Background: an optimization exercise with open tools, aiming at small area, a short achievable clock period and few clock cycles per item. Do not read the settings as production practice. In this exercise RTL edits were held to simulation tests only and were not proved equivalent to the original. No activity file was given, so power comes from the tool's default toggle rates.

==> flow/design.v <==
package spq_pkg;
    localparam int ValueW  = 16;
    localparam int WeightW = 24;
    localparam int SlotW   = 1 + ValueW + WeightW;
    localparam logic       CMD_ENQ  = 1'b0;
    localparam logic       CMD_DEQ  = 1'b1;
    localparam logic [1:0] ST_OK    = 2'd0;
    localparam logic [1:0] ST_EMPTY = 2'd1;
    localparam logic [1:0] ST_FULL  = 2'd2;
endpackage
module spq_cell (
    input  logic                        i_clk,
    input  logic                        i_rst_n,
    input  logic                        i_load,        
    input  logic                        i_set,         
    input  logic                        i_write,       
    input  logic                        i_clear,       
    input  logic                        i_inc,         
    input  logic                        i_dec,         
    input  logic [3:0]                  i_rank,        
    input  logic [spq_pkg::SlotW-2:0]   i_new,         
    input  logic [spq_pkg::WeightW-1:0] i_new_wt_n,    
    output logic                        o_valid,
    output logic [3:0]                  o_rank,
    output logic [spq_pkg::SlotW-2:0]   o_data,
    output logic                        o_gt,          
    output logic                        o_ge           
);
    localparam int WtW = spq_pkg::WeightW;
    function automatic logic [1:0] cmp_node(input logic [1:0] hi, input logic [1:0] lo);
        cmp_node = {hi[1] | (hi[0] & lo[1]), hi[0] & lo[0]};
    endfunction
    function automatic logic [1:0] cmp_w(input logic [WtW-1:0] a, input logic [WtW-1:0] nb);
        logic [WtW-1:0]   g0, p0;
        logic [WtW/2-1:0] g1, p1;
        logic [WtW/4-1:0] g2, p2;
        logic [WtW/8-1:0] g3, p3;
        logic [1:0]       r;
        g0 = a & nb;
        p0 = a | nb;
        for (int i = 0; i < WtW/2; i++) {g1[i], p1[i]} = cmp_node({g0[2*i+1], p0[2*i+1]}, {g0[2*i], p0[2*i]});
        for (int i = 0; i < WtW/4; i++) {g2[i], p2[i]} = cmp_node({g1[2*i+1], p1[2*i+1]}, {g1[2*i], p1[2*i]});
        for (int i = 0; i < WtW/8; i++) {g3[i], p3[i]} = cmp_node({g2[2*i+1], p2[2*i+1]}, {g2[2*i], p2[2*i]});
        r = cmp_node({g3[2], p3[2]}, cmp_node({g3[1], p3[1]}, {g3[0], p3[0]}));
        cmp_w = {r[1], r[1] | r[0]};
    endfunction
    assign {o_gt, o_ge} = cmp_w(o_data[WtW-1:0], i_new_wt_n);
    always_ff @(posedge i_clk) begin
        if (!i_rst_n) begin
            o_valid <= 1'b0;
        end else if (i_set) begin
            o_valid <= 1'b1;
        end else if (i_clear) begin
            o_valid <= 1'b0;
        end
    end
    always_ff @(posedge i_clk) begin
        if (i_load) begin
            o_data <= i_new;
        end
    end
    logic [3:0] w_rank;
    assign w_rank = i_write ? i_rank : o_rank;
    always_ff @(posedge i_clk) begin
        if (i_inc) begin
            o_rank <= w_rank + 4'd1;
        end else if (i_dec) begin
            o_rank <= w_rank - 4'd1;
        end else if (i_write) begin
            o_rank <= i_rank;
        end
    end
endmodule
module sorted_priority_queue #(
    parameter int DEPTH = 16
) (
    input  logic        i_clk,
    input  logic        i_rst_n,
    input  logic        s_axis_tvalid,
    output logic        s_axis_tready,
    input  logic [39:0] s_axis_tdata,   
    input  logic [0:0]  s_axis_tuser,   
    output logic        m_axis_tvalid,
    input  logic        m_axis_tready,
    output logic [23:0] m_axis_tdata,   
    output logic [1:0]  m_axis_tuser    
);
    localparam int ValW  = spq_pkg::ValueW;
    localparam int WtW   = spq_pkg::WeightW;
    localparam int SlotW = spq_pkg::SlotW;
    localparam int CntW  = $clog2(DEPTH + 1);
    localparam int RkW   = 4;
    logic [DEPTH-1:0]                w_valid;
    logic [DEPTH-1:0][RkW-1:0]       w_rank;
    logic [DEPTH-1:0][SlotW-2:0]     w_data;      
    logic [DEPTH-1:0]                w_head;      
    logic [DEPTH-1:0]                w_second;    
    logic [DEPTH-1:0]                w_third;     
    logic [DEPTH-1:0]                r_head;      
    logic [DEPTH-1:0]                r_second;    
    logic [DEPTH-1:0]                w_second_nx;
    logic [DEPTH-1:0]                w_first_a;   
    logic [DEPTH-1:0]                w_first_b;   
    logic [DEPTH-1:0]                r_pf;        
    logic [DEPTH-1:0]                w_valid_nx;  
    logic [DEPTH-1:0]                w_head_nx;   
    logic [RkW-1:0]                  w_pos;       
    logic              r_p_ee;                    
    logic              r_p_de;                    
    logic [DEPTH-1:0]  r_p_c;                     
    logic              r_p_h0;                    
    logic              w_p_h0;
    logic [CntW-1:0]   r_count;                   
    logic [CntW-1:0]   w_count_n;
    logic              r_out_valid;
    logic [ValW-1:0]   r_out_value;
    logic [1:0]        r_out_status;
    logic              r_out_empty;
    logic [CntW-1:0]   r_out_count;
    logic [ValW-1:0]   w_head_val;
    logic [DEPTH-1:0]  w_head_old;                
    logic [ValW-1:0]   r_p_val;                   
    logic [1:0]        w_status;
    logic              w_accept;
    logic              w_cmd_deq;
    logic              w_full, w_empty;
    logic [WtW-1:0]    w_wt;
    logic [DEPTH-1:0]  w_gt, w_ge;                
    logic [DEPTH-1:0]  w_c_nx;
    logic [DEPTH-1:0]  w_pf_nx;
    logic [DEPTH-1:0]  r_load;                    
    assign w_wt      = s_axis_tdata[39:16];
    assign w_cmd_deq = (s_axis_tuser[0] == spq_pkg::CMD_DEQ);
    for (genvar j = 0; j < DEPTH; j++) begin : g_nx
        assign w_valid_nx[j] = (r_p_ee && r_pf[j]) || (w_valid[j] && !(r_p_de && w_head[j]));
        always_comb begin
            if (r_p_ee)      w_head_nx[j] = w_p_h0 ? r_pf[j] : w_head[j];
            else if (r_p_de) w_head_nx[j] = w_second[j];
            else             w_head_nx[j] = w_head[j];
        end
        assign w_c_nx[j] = w_valid_nx[j] && (w_head_nx[j] ? !w_gt[j] : !w_ge[j]);
    end
    assign s_axis_tready = i_rst_n && (!r_out_valid || m_axis_tready);
    assign w_accept      = s_axis_tvalid && s_axis_tready;
    assign w_full        = (r_count == CntW'(DEPTH));
    assign w_empty       = (r_count == '0);
    always_comb begin
        w_count_n = r_count;
        w_status  = spq_pkg::ST_OK;
        if (!w_cmd_deq) begin
            if (w_full) w_status  = spq_pkg::ST_FULL;
            else        w_count_n = r_count + CntW'(1);
        end else begin
            if (w_empty) w_status  = spq_pkg::ST_EMPTY;
            else         w_count_n = r_count - CntW'(1);
        end
    end
    always_ff @(posedge i_clk) begin
        if (!i_rst_n) begin
            r_p_ee      <= 1'b0;
            r_p_de      <= 1'b0;
            r_count     <= '0;
            r_out_valid <= 1'b0;
        end else begin
            r_p_ee <= w_accept && !w_cmd_deq && !w_full;
            r_p_de <= w_accept &&  w_cmd_deq && !w_empty;
            if (w_accept) begin
                r_count     <= w_count_n;
                r_out_valid <= 1'b1;
            end else if (m_axis_tready) begin
                r_out_valid <= 1'b0;
            end
        end
    end
    always_comb begin
        if (r_p_ee) begin
            if (w_p_h0)                               w_second_nx = w_head;
            else if ((r_p_c & w_second) == '0)        w_second_nx = r_pf;
            else                                      w_second_nx = w_second;
        end else if (r_p_de) begin
            w_second_nx = w_third;
        end else begin
            w_second_nx = w_second;
        end
    end
    always_ff @(posedge i_clk) begin
        if (!i_rst_n) begin
            r_head   <= '0;
            r_second <= '0;
        end else begin
            r_head   <= w_head_nx;
            r_second <= w_second_nx;
        end
    end
    assign w_head   = r_head;
    assign w_second = r_second;
    always_ff @(posedge i_clk) begin
        r_p_c <= w_c_nx;
        if (r_p_ee && w_p_h0) r_p_h0 <= ((r_pf & ~w_gt) == '0);
        else                  r_p_h0 <= ((w_head_old & ~w_gt) == '0);
    end
    assign w_p_h0 = r_p_h0;
    always_comb begin
        if (r_p_ee)           w_pf_nx = w_first_b;
        else if (|w_first_a)  w_pf_nx = w_first_a;
        else                  w_pf_nx = w_head;
    end
    always_ff @(posedge i_clk) begin
        r_pf <= w_pf_nx;
    end
    always_ff @(posedge i_clk) begin
        if (!i_rst_n) begin
            r_load <= '1;
        end else begin
            r_load <= ~w_valid_nx & ~(w_pf_nx & {DEPTH{w_accept && !w_cmd_deq && !w_full}});
        end
    end
    assign w_head_old = r_p_de ? w_second : w_head;
    always_comb begin
        w_head_val = '0;
        for (int j = 0; j < DEPTH; j++)
            w_head_val = w_head_val | (w_data[j][SlotW-2:WtW] & {ValW{w_head_old[j]}});
        if (r_p_ee && w_p_h0) w_head_val = r_p_val;
    end
    always_ff @(posedge i_clk) begin
        r_p_val <= s_axis_tdata[15:0];
    end
    always_ff @(posedge i_clk) begin
        if (w_accept) begin
            r_out_value  <= (w_cmd_deq && !w_empty) ? w_head_val : '0;
            r_out_status <= w_status;
            r_out_empty  <= (w_count_n == '0);
            r_out_count  <= w_count_n;
        end
    end
    assign m_axis_tvalid = r_out_valid;
    assign m_axis_tdata  = {2'b00, r_out_count, r_out_empty, r_out_value};
    assign m_axis_tuser  = r_out_status;
    function automatic logic [3:0] count8(input logic [7:0] v);
        logic [7:0] t, o;
        t = v;
        for (int p = 1; p < 8; p = p * 2)
            for (int k = p; k >= 1; k = k / 2)
                for (int j = k % p; j + k < 8; j = j + 2 * k)
                    for (int i = 0; i < k; i++)
                        if (i + j + k < 8 && ((i + j) / (p * 2)) == ((i + j + k) / (p * 2))) begin
                            o = t;
                            o[i+j]   = t[i+j] | t[i+j+k];
                            o[i+j+k] = t[i+j] & t[i+j+k];
                            t = o;
                        end
        count8 = {t[7], t[3] & !t[7], (t[1] & !t[3]) | (t[5] & !t[7]),
                  (t[0] & !t[1]) | (t[2] & !t[3]) | (t[4] & !t[5]) | (t[6] & !t[7])};
    endfunction
    logic [DEPTH-1:0]  r_pd_f;                    
    logic [3:0]        r_pd_lo, r_pd_hi;          
    logic              r_pd_h2;                   
    always_ff @(posedge i_clk) begin
        if (!i_rst_n) begin
            r_pd_f <= '0;
        end else begin
            r_pd_f <= r_p_ee ? r_pf : '0;
        end
    end
    always_ff @(posedge i_clk) begin
        r_pd_lo <= count8(r_p_c[7:0]);
        r_pd_hi <= count8(r_p_c[15:8]);
        r_pd_h2 <= ((r_p_c & w_second) != '0) && ((r_p_c & ~(w_head | w_second)) == '0);
    end
    assign w_pos = r_pd_lo + r_pd_hi;
    for (genvar j = 0; j < DEPTH; j++) begin : g_sel
        assign w_third[j]  = w_valid[j] && (r_pd_f[j] ? r_pd_h2 : (w_rank[j] == RkW'(2)));
        if (j == 0) begin : g_first
            assign w_first_a[j] = !w_valid[j];
            assign w_first_b[j] = !w_valid[j] && !r_pf[j];
        end else begin : g_rest
            assign w_first_a[j] = !w_valid[j] && (&w_valid[j-1:0]);
            assign w_first_b[j] = !w_valid[j] && !r_pf[j] && (&(w_valid[j-1:0] | r_pf[j-1:0]));
        end
    end
    for (genvar j = 0; j < DEPTH; j++) begin : g_cell
        spq_cell u_cell (
            .i_clk   (i_clk),
            .i_rst_n (i_rst_n),
            .i_load  (r_load[j] || (r_p_de && w_head[j])),
            .i_set   (r_p_ee && r_pf[j]),
            .i_write (r_pd_f[j]),
            .i_clear (r_p_de && w_head[j]),
            .i_inc   (r_p_ee && !r_p_c[j]),
            .i_dec   (r_p_de),
            .i_rank  (w_pos),
            .i_new   ({s_axis_tdata[15:0], w_wt}),
            .i_new_wt_n (~w_wt),
            .o_gt    (w_gt[j]),
            .o_ge    (w_ge[j]),
            .o_valid (w_valid[j]),
            .o_rank  (w_rank[j]),
            .o_data  (w_data[j])
        );
    end
endmodule
==> flow/config.mk <==
export PLATFORM = sky130hd
export DESIGN_NAME = sorted_priority_queue
export DESIGN_NICKNAME = sorted_priority_queue
export VERILOG_FILES = /design/flow/design.v
export SDC_FILE = /design/flow/constraint.sdc
export NUM_CORES = 4
export LEC_CHECK = 0
export CAP_MARGIN = 20
export CORE_MARGIN = 2
export CORE_UTILIZATION = 55
export CTS_BUF_LIST = sky130_fd_sc_hd__clkbuf_8
export CTS_CLUSTER_SIZE = 20
export SETUP_SLACK_MARGIN = 1.9
export SLEW_MARGIN = 20
export SYNTH_HIERARCHICAL = 1
==> flow/constraint.sdc <==
create_clock -name core_clock -period 4.4 [get_ports {i_clk}]
set_input_delay 0.8800 -clock core_clock [delete_from_list [all_inputs] [get_ports {i_clk}]]
set_output_delay 0.8800 -clock core_clock [all_outputs]
set_load 0.01 [all_outputs]
standard.sh (not shown) runs the stock make flow with config.mk's settings and CLKGATE_MAP_FILE= SYNTH_SCRIPT=/design/flow/synth_recipe.tcl, a recipe that flattens the netlist after the stock synthesis.
==> flow/flow/run.sh <==
#!/bin/bash
# Standard layout, with the port buffers that buffer_ports inserts made
# plain buf_4 cells instead of the library's delay buffers, so that paths
# from the inputs and to the outputs are not slowed by them, and with a
# clock tree built without dummy loads. ORFS writes each step's full log
# under orfs/logs; make's own output goes to make.log.
set -euo pipefail
bash standard.sh "BUFFER_PORTS_ARGS=-buffer_cell sky130_fd_sc_hd__buf_4" \
  "CTS_ARGS=-sink_clustering_enable -repair_clock_nets -dont_use_dummy_load -buf_list sky130_fd_sc_hd__clkbuf_8 -sink_clustering_size 20" \
  finish > make.log 2>&1
Testbench counts at the start, summed over its fixed seeds: cycles 16,008, items 16,000.
Rerun with:
--- a/flow/design.v
+++ b/flow/design.v
@@ -107,10 +107,10 @@
     logic [RkW-1:0]                  w_pos;       
     logic              r_p_ee;                    
     logic              r_p_de;                    
     logic [DEPTH-1:0]  r_p_c;                     
-    logic              r_p_h0;                    
-    logic              w_p_h0;
+    logic [1:0]        r_p_z;                     
+    logic              w_p_h0;                    
     logic [CntW-1:0]   r_count;                   
     logic [CntW-1:0]   w_count_n;
     logic              r_out_valid;
     logic [ValW-1:0]   r_out_value;
@@ -126,10 +126,8 @@
     logic              w_full, w_empty;
     logic [WtW-1:0]    w_wt;
     logic [DEPTH-1:0]  w_gt, w_ge;                
     logic [DEPTH-1:0]  w_c_nx;
-    logic [DEPTH-1:0]  w_pf_nx;
-    logic [DEPTH-1:0]  r_load;                    
     assign w_wt      = s_axis_tdata[39:16];
     assign w_cmd_deq = (s_axis_tuser[0] == spq_pkg::CMD_DEQ);
     for (genvar j = 0; j < DEPTH; j++) begin : g_nx
         assign w_valid_nx[j] = (r_p_ee && r_pf[j]) || (w_valid[j] && !(r_p_de && w_head[j]));
@@ -195,26 +193,15 @@
     assign w_head   = r_head;
     assign w_second = r_second;
     always_ff @(posedge i_clk) begin
         r_p_c <= w_c_nx;
-        if (r_p_ee && w_p_h0) r_p_h0 <= ((r_pf & ~w_gt) == '0);
-        else                  r_p_h0 <= ((w_head_old & ~w_gt) == '0);
-    end
-    assign w_p_h0 = r_p_h0;
-    always_comb begin
-        if (r_p_ee)           w_pf_nx = w_first_b;
-        else if (|w_first_a)  w_pf_nx = w_first_a;
-        else                  w_pf_nx = w_head;
-    end
-    always_ff @(posedge i_clk) begin
-        r_pf <= w_pf_nx;
-    end
-    always_ff @(posedge i_clk) begin
-        if (!i_rst_n) begin
-            r_load <= '1;
-        end else begin
-            r_load <= ~w_valid_nx & ~(w_pf_nx & {DEPTH{w_accept && !w_cmd_deq && !w_full}});
-        end
+        r_p_z <= {w_c_nx[15:8] == '0, w_c_nx[7:0] == '0};
+    end
+    assign w_p_h0 = &r_p_z;
+    always_ff @(posedge i_clk) begin
+        if (r_p_ee)           r_pf <= w_first_b;
+        else if (|w_first_a)  r_pf <= w_first_a;
+        else                  r_pf <= w_head;
     end
     assign w_head_old = r_p_de ? w_second : w_head;
     always_comb begin
         w_head_val = '0;
@@ -281,9 +268,9 @@
     for (genvar j = 0; j < DEPTH; j++) begin : g_cell
         spq_cell u_cell (
             .i_clk   (i_clk),
             .i_rst_n (i_rst_n),
-            .i_load  (r_load[j] || (r_p_de && w_head[j])),
+            .i_load  (!w_valid_nx[j]),
             .i_set   (r_p_ee && r_pf[j]),
             .i_write (r_pd_f[j]),
             .i_clear (r_p_de && w_head[j]),
             .i_inc   (r_p_ee && !r_p_c[j]),
Effect:
- sequential share of layout area rises by 1.1 points
- setup slack improves by 0.079 ns
- die area falls by a few percent
- sequential power barely changes
- power falls by a few percent
- flip-flop and latch count falls by 15
- routed wire length falls by a few percent
- global-route usage falls by 1.1 points
- clock skew rises by 0.0057 ns
- via count falls by a few percent
- clock power falls slightly
Testbench counts after the change, summed over its fixed seeds: cycles 16,008, items 16,000.

## re-timing with driven ports
Ports are ideal in the flow. The routed layouts listed here were re-timed in OpenROAD. Step 1, drivers: a clkbuf_16 drives i_clk and a buf_2 each remaining input, both assumed. Step 2 adds t to the input delays and takes it off the output delays; t is the mean of the earliest and latest rising clock arrival at the registers after step 1. Input paths then give back, and output paths get back, about the clock's delay inside the block. a / b / c = no drivers / after step 1 / after step 2; a / b = the first two.
run | shift t [ns] | setup slack, ns | worst setup path at the end | latest minus earliest clock arrival (ns) | slew at the worst register clock pin (ns)
the first run | 0.845 | 1.745 / 1.780 / 0.935 | input to register | 0.112 / 0.112 | 0.06 / 0.06
the second run | 0.822 | 1.824 / 1.841 / 1.026 | input to register | 0.105 / 0.106 | 0.06 / 0.06
After both steps every run listed still meets setup and hold. The setup slack of the first run, which loses most, moves by +0.035 ns with the drivers and by -0.810 ns with both steps.
